This is an optimization exercise on Yosys and OpenROAD, whose aim is small area, not a production implementation.
Where RTL was checked, it was by simulation tests only, not by an equivalence proof against the original.
No activity file was given, so power comes from the tool's default toggle rates.

## v6
## prog_mem
module prog_mem #(
  parameter logic [7:0] NOP_OPCODE = 8'h00,
  parameter int         DEPTH      = 256
) (
  input  logic       clk,
  input  logic       CLB,
  input  logic [7:0] PC,
  output logic [7:0] INST,
  input  logic       load_start,
  input  logic [7:0] load_len,
  input  logic       ld_valid,
  input  logic [7:0] ld_data,
  output logic       ld_ready,
  output logic       busy,
  output logic       done,
  output logic       run
);
==> module prog_mem, before the edit <==
module prog_mem #(
  parameter logic [7:0] NOP_OPCODE = 8'h00,
  parameter int         DEPTH      = 256
) (
  input  logic       clk,
  input  logic       CLB,
  input  logic [7:0] PC,
  output logic [7:0] INST,
  input  logic       load_start,
  input  logic [7:0] load_len,
  input  logic       ld_valid,
  input  logic [7:0] ld_data,
  output logic       ld_ready,
  output logic       busy,
  output logic       done,
  output logic       run
);
  logic       loadQ, doneQ, runQ;
  logic [7:0] wrAddr, lenQ;
  logic [7:0] wrInc;
  logic       ph;
  logic       start, accept, last;
  assign wrInc    = wrAddr + 8'h01;
  assign start    = load_start & ~loadQ & ~doneQ;
  assign accept   = ld_valid & loadQ;
  assign last     = (wrInc == lenQ);
  assign ld_ready = loadQ;
  assign busy     = loadQ;
  assign done     = doneQ;
  assign run      = runQ;
  always_ff @(posedge clk or negedge CLB) begin
    if (!CLB) begin
      loadQ <= 1'b0;
      doneQ <= 1'b0;
      runQ  <= 1'b0;
    end else begin
      loadQ <= start | (loadQ & ~(accept & last));
      doneQ <= accept & last;
      runQ  <= doneQ | (runQ & ~load_start);
    end
  end
  always_ff @(posedge clk) begin
    if (ph) ph <= 1'b0;
    else    ph <= 1'b1;
  end
  always_ff @(posedge clk) begin
    if (start) begin
      wrAddr <= 8'h00;
      lenQ   <= load_len;
    end else if (accept) begin
      wrAddr <= wrInc;
    end
  end
  logic [15:0] wLo, wLoN, wHi, wHiN;
  pm_dec4 u_wlo (.a(wrAddr[3:0]), .en(accept), .y(wLo), .yn(wLoN));
  pm_dec4s u_whi (.a(wrAddr[7:4]), .y(wHi), .yn(wHiN));
  logic [15:0] rLo, rLoN, rHi, rHiN;
  pm_dec4s u_rlo (.a(PC[3:0]), .y(rLo), .yn(rLoN));
  pm_dec4s u_rhi (.a(PC[7:4]), .y(rHi), .yn(rHiN));
  logic [7:0] wData;
  assign wData = ld_data ^ {8{ph}};
  logic [8*DEPTH-1:0] memN, memD;   
  logic [DEPTH-1:0]   selN;
  for (genvar i = 0; i < DEPTH; i++) begin : g_word
    logic we, web;
    pm_wdec u_wdec (.lo(wLo[i % 16]), .hi(wHi[i / 16]), .lon(wLoN[i % 16]), .hin(wHiN[i / 16]),
                    .we(we), .web(web));
    pm_hold8 u_hold (.q(memN[8*i +: 8]), .we(we), .web(web), .y(wData), .d(memD[8*i +: 8]));
    pm_nand2 u_sel (.a(rLo[i % 16]), .b(rHi[i / 16]), .y(selN[i]));
  end
  always_ff @(posedge clk) memN <= memD;
  logic [7:0] t1 [128];
  logic [7:0] t2 [64];
  logic [7:0] t3 [16];
  logic [7:0] t4 [8];
  logic [7:0] t5 [2];
  for (genvar k = 0; k < 128; k++) begin : g_rd
    pm_rd2 u_rd (.sa(selN[2*k]), .qa(memN[16*k +: 8]), .sb(selN[2*k+1]), .qb(memN[16*k+8 +: 8]), .y(t1[k]));
  end
  for (genvar k = 0; k < 64; k++) begin : g_t2
    pm_nor2 u_n (.a(t1[2*k]), .b(t1[2*k+1]), .y(t2[k]));
  end
  for (genvar k = 0; k < 16; k++) begin : g_t3
    pm_nand4 u_n (.a(t2[4*k]), .b(t2[4*k+1]), .c(t2[4*k+2]), .d(t2[4*k+3]), .y(t3[k]));
  end
  for (genvar k = 0; k < 8; k++) begin : g_t4
    pm_nor2 u_n (.a(t3[2*k]), .b(t3[2*k+1]), .y(t4[k]));
  end
  for (genvar k = 0; k < 2; k++) begin : g_t5
    pm_nand4 u_n (.a(t4[4*k]), .b(t4[4*k+1]), .c(t4[4*k+2]), .d(t4[4*k+3]), .y(t5[k]));
  end
  assign INST = {8{runQ}} & ~((t5[0] | t5[1]) ^ {8{ph}});
endmodule
Settings: LEC_CHECK=0, CAP_MARGIN=20, CORE_MARGIN=2, CORE_UTILIZATION=60, SETUP_SLACK_MARGIN=0.4, SLEW_MARGIN=40, SYNTH_HIERARCHICAL=1; clock period 8.0 ns.
standard.sh (not shown) runs the stock make flow with config.mk's settings and CLKGATE_MAP_FILE= SYNTH_SCRIPT=/design/flow/synth_recipe.tcl, a recipe that flattens the netlist after the stock synthesis.
==> flow/flow/run.sh <==
#!/bin/bash
# Own layout flow: the standard synthesis, then a netlist clean-up (ABC's buffers removed and
# combinational cells set to their smallest drive strength; registers untouched), then the
# standard layout from floorplan to finish on that netlist, with a clock tree built from
# smaller clock buffers and no dummy loads.
set -euo pipefail
R=orfs/results/${FLOW_PLATFORM}/prog_mem/base
bash standard.sh synth > synth.log 2>&1
cp $R/1_2_yosys.v $R/1_2_yosys.std.v
python3 flow/tune.py $R/1_2_yosys.std.v $R/1_2_yosys.v flow/cells.txt > tune.log 2>&1
touch $R/1_2_yosys.v
export CTS_ARGS="-sink_clustering_enable -repair_clock_nets -dont_use_dummy_load -buf_list {sky130_fd_sc_hd__clkbuf_8} -sink_clustering_size 16 -sink_clustering_max_diameter 50"
export BUFFER_PORTS_ARGS="-buffer_cell sky130_fd_sc_hd__buf_2"
bash standard.sh > layout.log 2>&1
Other scripts of this flow, unchanged in this note and not shown: flow/flow/cells.txt, flow/flow/tune.py
What v7 does differently from v6 at the input level:
--- a/flow/design.v
+++ b/flow/design.v
@@ -67,32 +67,30 @@
                     .we(we), .web(web));
     pm_hold8 u_hold (.q(memN[8*i +: 8]), .we(we), .web(web), .y(wData), .d(memD[8*i +: 8]));
     pm_nand2 u_sel (.a(rLo[i % 16]), .b(rHi[i / 16]), .y(selN[i]));
   end
   always_ff @(posedge clk) memN <= memD;
   logic [7:0] t1 [128];
-  logic [7:0] t2 [64];
-  logic [7:0] t3 [16];
-  logic [7:0] t4 [8];
-  logic [7:0] t5 [2];
+  logic [7:0] t2 [32];
+  logic [7:0] t3 [8];
+  logic [7:0] t4 [4];
+  logic [7:0] t5;
   for (genvar k = 0; k < 128; k++) begin : g_rd
     pm_rd2 u_rd (.sa(selN[2*k]), .qa(memN[16*k +: 8]), .sb(selN[2*k+1]), .qb(memN[16*k+8 +: 8]), .y(t1[k]));
   end
-  for (genvar k = 0; k < 64; k++) begin : g_t2
-    pm_nor2 u_n (.a(t1[2*k]), .b(t1[2*k+1]), .y(t2[k]));
+  for (genvar k = 0; k < 32; k++) begin : g_t2
+    pm_nor4 u_n (.a(t1[4*k]), .b(t1[4*k+1]), .c(t1[4*k+2]), .d(t1[4*k+3]), .y(t2[k]));
   end
-  for (genvar k = 0; k < 16; k++) begin : g_t3
+  for (genvar k = 0; k < 8; k++) begin : g_t3
     pm_nand4 u_n (.a(t2[4*k]), .b(t2[4*k+1]), .c(t2[4*k+2]), .d(t2[4*k+3]), .y(t3[k]));
   end
-  for (genvar k = 0; k < 8; k++) begin : g_t4
+  for (genvar k = 0; k < 4; k++) begin : g_t4
     pm_nor2 u_n (.a(t3[2*k]), .b(t3[2*k+1]), .y(t4[k]));
   end
-  for (genvar k = 0; k < 2; k++) begin : g_t5
-    pm_nand4 u_n (.a(t4[4*k]), .b(t4[4*k+1]), .c(t4[4*k+2]), .d(t4[4*k+3]), .y(t5[k]));
-  end
-  assign INST = {8{runQ}} & ~((t5[0] | t5[1]) ^ {8{ph}});
+  pm_nand4 u_t5 (.a(t4[0]), .b(t4[1]), .c(t4[2]), .d(t4[3]), .y(t5));
+  assign INST = {8{runQ}} & ~(t5 ^ {8{ph}});
 endmodule
 module pm_dec4 (
   input  logic [3:0]  a,
   input  logic        en,
   output logic [15:0] y,
   output logic [15:0] yn
### Flow results
In the flow results for v7 and v6, the multi-input combinational area share is smaller on v7.
Non-filler instance count after layout in v7 is about 4.5% lower than in v6
Max freq v6 -> v7: improved
v6 -> v7: count of multi-input combinational gates decreased by a little under 10%
Diff v6 -> v7: delay of the slowest cell on the worst path rose 0.14 ns; met3 wire length rose 2700 um.

========
Setup of raven:
Another version of the RTL of prog_mem (not shown whole).
Size in the first run: roughly 6,800 cells after synthesis.
==> module prog_mem, before the edit <==
module prog_mem #(
  parameter logic [7:0] NOP_OPCODE = 8'h00,
  parameter int         DEPTH      = 256
) (
  input  logic       clk,
  input  logic       CLB,
  input  logic [7:0] PC,
  output logic [7:0] INST,
  input  logic       load_start,
  input  logic [7:0] load_len,
  input  logic       ld_valid,
  input  logic [7:0] ld_data,
  output logic       ld_ready,
  output logic       busy,
  output logic       done,
  output logic       run
);
  logic       loadQ, doneQ, runQ;
  logic [7:0] wrAddr, lenQ;
  logic [7:0] wrInc;
  logic       ph;
  logic       start, accept, last;
  assign wrInc    = wrAddr + 8'h01;
  assign start    = load_start & ~loadQ & ~doneQ;
  assign accept   = ld_valid & loadQ;
  assign last     = (wrInc == lenQ);
  assign ld_ready = loadQ;
  assign busy     = loadQ;
  assign done     = doneQ;
  assign run      = runQ;
  always_ff @(posedge clk or negedge CLB) begin
    if (!CLB) begin
      loadQ <= 1'b0;
      doneQ <= 1'b0;
      runQ  <= 1'b0;
    end else begin
      loadQ <= start | (loadQ & ~(accept & last));
      doneQ <= accept & last;
      runQ  <= doneQ | (runQ & ~load_start);
    end
  end
  always_ff @(posedge clk) ph <= ~ph;
  always_ff @(posedge clk) begin
    if (start) begin
      wrAddr <= 8'h00;
      lenQ   <= load_len;
    end else if (accept) begin
      wrAddr <= wrInc;
    end
  end
  logic [15:0] wLo, wLoN, wHi, wHiN;
  pm_dec4 u_wlo (.a(wrAddr[3:0]), .en(accept), .y(wLo), .yn(wLoN));
  pm_dec4 u_whi (.a(wrAddr[7:4]), .en(1'b1),   .y(wHi), .yn(wHiN));
  logic [15:0] rLo, rLoN, rHi, rHiN;
  pm_dec4 u_rlo (.a(PC[3:0]), .en(1'b1), .y(rLo), .yn(rLoN));
  pm_dec4 u_rhi (.a(PC[7:4]), .en(1'b1), .y(rHi), .yn(rHiN));
  logic [7:0] wData;
  assign wData = ld_data ^ {8{ph}};
  logic [8*DEPTH-1:0] memN, memD;   
  logic [DEPTH-1:0]   selN;
  for (genvar i = 0; i < DEPTH; i++) begin : g_word
    logic we, web;
    pm_wdec u_wdec (.lo(wLo[i % 16]), .hi(wHi[i / 16]), .lon(wLoN[i % 16]), .hin(wHiN[i / 16]),
                    .we(we), .web(web));
    pm_hold8 u_hold (.q(memN[8*i +: 8]), .we(we), .web(web), .y(wData), .d(memD[8*i +: 8]));
    pm_nand2 u_sel (.a(rLo[i % 16]), .b(rHi[i / 16]), .y(selN[i]));
  end
  always_ff @(posedge clk) memN <= memD;
  logic [7:0] t1 [128];
  logic [7:0] t2 [64];
  logic [7:0] t3 [16];
  logic [7:0] t4 [4];
  for (genvar k = 0; k < 128; k++) begin : g_rd
    pm_rd2 u_rd (.sa(selN[2*k]), .qa(memN[16*k +: 8]), .sb(selN[2*k+1]), .qb(memN[16*k+8 +: 8]), .y(t1[k]));
  end
  for (genvar k = 0; k < 64; k++) begin : g_t2
    pm_nor2 u_n (.a(t1[2*k]), .b(t1[2*k+1]), .y(t2[k]));
  end
  for (genvar k = 0; k < 16; k++) begin : g_t3
    pm_nand4 u_n (.a(t2[4*k]), .b(t2[4*k+1]), .c(t2[4*k+2]), .d(t2[4*k+3]), .y(t3[k]));
  end
  for (genvar k = 0; k < 4; k++) begin : g_t4
    pm_nor4 u_n (.a(t3[4*k]), .b(t3[4*k+1]), .c(t3[4*k+2]), .d(t3[4*k+3]), .y(t4[k]));
  end
  assign INST = {8{runQ}} & ((t4[0] & t4[1] & t4[2] & t4[3]) ^ {8{ph}});
endmodule
==> module pm_hold8, before the edit <==
module pm_hold8 (
  input  logic [7:0] q,
  input  logic       we,
  input  logic       web,
  input  logic [7:0] y,
  output logic [7:0] d
);
  assign d = ~((q | {8{we}}) & (y | {8{web}}));
endmodule
==> flow/config.mk <==
export PLATFORM = sky130hd
export DESIGN_NAME = prog_mem
export DESIGN_NICKNAME = prog_mem
export VERILOG_FILES = /design/flow/design.v
export SDC_FILE = /design/flow/constraint.sdc
export NUM_CORES = 4
export LEC_CHECK = 0
export CAP_MARGIN = 20
export CORE_MARGIN = 2
export CORE_UTILIZATION = 60
export SETUP_SLACK_MARGIN = 0.15
export SLEW_MARGIN = 20
export SYNTH_HIERARCHICAL = 1
==> flow/constraint.sdc <==
create_clock -name core_clock -period 8.0 [get_ports {clk}]
set_input_delay 1.6000 -clock core_clock [delete_from_list [all_inputs] [get_ports {clk}]]
set_output_delay 1.6000 -clock core_clock [all_outputs]
set_load 0.01 [all_outputs]
==> flow/flow/run.sh <==
#!/bin/bash
# Own layout flow: the standard synthesis, then a netlist clean-up (ABC's buffers removed and
# combinational cells set to their smallest drive strength; registers untouched), then the
# standard layout from floorplan to finish on that netlist, with a clock tree built from
# smaller clock buffers and no dummy loads.
set -euo pipefail
R=orfs/results/${FLOW_PLATFORM}/prog_mem/base
bash standard.sh synth > synth.log 2>&1
cp $R/1_2_yosys.v $R/1_2_yosys.std.v
python3 flow/tune.py $R/1_2_yosys.std.v $R/1_2_yosys.v flow/cells.txt > tune.log 2>&1
touch $R/1_2_yosys.v
export CTS_ARGS="-sink_clustering_enable -repair_clock_nets -dont_use_dummy_load -buf_list {sky130_fd_sc_hd__clkbuf_8} -sink_clustering_size 16 -sink_clustering_max_diameter 50"
bash standard.sh > layout.log 2>&1
Other scripts of this flow, unchanged in this note and not shown: flow/flow/cells.txt, flow/flow/tune.py
Relative to raven, the following input files were edited for harbor:
--- a/flow/design.v
+++ b/flow/design.v
@@ -16,11 +16,10 @@
   output logic       run
 );
   logic       loadQ, doneQ, runQ;
   logic [7:0] wrAddr, lenQ;
   logic [7:0] wrInc;
-  logic       ph;
   logic       start, accept, last;
   assign wrInc    = wrAddr + 8'h01;
   assign start    = load_start & ~loadQ & ~doneQ;
   assign accept   = ld_valid & loadQ;
   assign last     = (wrInc == lenQ);
@@ -37,11 +36,10 @@
       loadQ <= start | (loadQ & ~(accept & last));
       doneQ <= accept & last;
       runQ  <= doneQ | (runQ & ~load_start);
     end
   end
-  always_ff @(posedge clk) ph <= ~ph;
   always_ff @(posedge clk) begin
     if (start) begin
       wrAddr <= 8'h00;
       lenQ   <= load_len;
     end else if (accept) begin
@@ -50,15 +48,15 @@
   end
   logic [15:0] wLo, wLoN, wHi, wHiN;
   pm_dec4 u_wlo (.a(wrAddr[3:0]), .en(accept), .y(wLo), .yn(wLoN));
   pm_dec4 u_whi (.a(wrAddr[7:4]), .en(1'b1),   .y(wHi), .yn(wHiN));
   logic [15:0] rLo, rLoN, rHi, rHiN;
-  pm_dec4 u_rlo (.a(PC[3:0]), .en(1'b1), .y(rLo), .yn(rLoN));
+  pm_dec4 u_rlo (.a(PC[3:0]), .en(runQ), .y(rLo), .yn(rLoN));
   pm_dec4 u_rhi (.a(PC[7:4]), .en(1'b1), .y(rHi), .yn(rHiN));
   logic [7:0] wData;
-  assign wData = ld_data ^ {8{ph}};
-  logic [8*DEPTH-1:0] memN, memD;   
+  assign wData = ~ld_data;
+  logic [8*DEPTH-1:0] memN, memD;
   logic [DEPTH-1:0]   selN;
   for (genvar i = 0; i < DEPTH; i++) begin : g_word
     logic we, web;
     pm_wdec u_wdec (.lo(wLo[i % 16]), .hi(wHi[i / 16]), .lon(wLoN[i % 16]), .hin(wHiN[i / 16]),
                     .we(we), .web(web));
@@ -80,11 +78,11 @@
     pm_nand4 u_n (.a(t2[4*k]), .b(t2[4*k+1]), .c(t2[4*k+2]), .d(t2[4*k+3]), .y(t3[k]));
   end
   for (genvar k = 0; k < 4; k++) begin : g_t4
     pm_nor4 u_n (.a(t3[4*k]), .b(t3[4*k+1]), .c(t3[4*k+2]), .d(t3[4*k+3]), .y(t4[k]));
   end
-  assign INST = {8{runQ}} & ((t4[0] & t4[1] & t4[2] & t4[3]) ^ {8{ph}});
+  assign INST = ~(t4[0] & t4[1] & t4[2] & t4[3]);
 endmodule
 module pm_dec4 (
   input  logic [3:0]  a,
   input  logic        en,
   output logic [15:0] y,
@@ -111,11 +109,11 @@
   input  logic       we,
   input  logic       web,
   input  logic [7:0] y,
   output logic [7:0] d
 );
-  assign d = ~((q | {8{we}}) & (y | {8{web}}));
+  assign d = (q & {8{web}}) | (y & {8{we}});
 endmodule
 module pm_nand2 (
   input  logic a,
   input  logic b,
   output logic y
## What came out
Every stage of harbor finished as expected; the final checks, on the other hand, flagged negative setup slack, which means the layout fails. Going from raven to harbor, the mean routed wirelength per cell was found to have gone up by 1.6%. raven ended up with sky130_fd_sc_hd__o22ai_1 as its most common cell after layout, fill and taps aside; harbor ended up with sky130_fd_sc_hd__dfxtp_1. Between raven and harbor, area of all placed cells without fillers is lower for raven, harbor comes in above that. raven consumes less power than harbor. Higher setup slack was reported by raven, not harbor. Worst setup timing slack at the placement stage, raven and harbor: lower on harbor.
The RTL of harbor was laid out without a check of its function.

[re-timing with driven ports]
Ports are ideal in the flow. The routed layouts listed here were re-timed in OpenROAD.
Step 1: set_driving_cell puts a clkbuf_16 on clk and a buf_2 on each other input, an assumption about the parent block.
Step 2 times the ports against the registers' clock, not the clock port: input delays grow and output delays shrink by t, the midpoint of the rising clock arrivals with the driver on.
Slacks: ideal ports / drivers / drivers and shift; pairs: ideal ports / drivers.
run | shift t [ns] | setup slack, ns | hold slack, ns | clock arrival spread, ns
v6 | 0.975 | 0.325 / 0.285 / 0.285 | 0.445 / 0.445 / 0.445 | 0.083 / 0.082
v7 | 0.954 | 0.489 / 0.434 / 0.434 | 0.446 / 0.446 / 0.446 | 0.074 / 0.074
raven | 0.953 | 0.192 / 0.143 / 0.143 | 0.445 / 0.445 / 0.445 | 0.083 / 0.083
harbor | 1.006 | -0.083 / -0.111 / -0.111 | 0.486 / 0.486 / 0.486 | 0.086 / 0.086
The setup slack of v7, which loses most, moves by -0.055 ns with the drivers and by -0.055 ns with both steps.
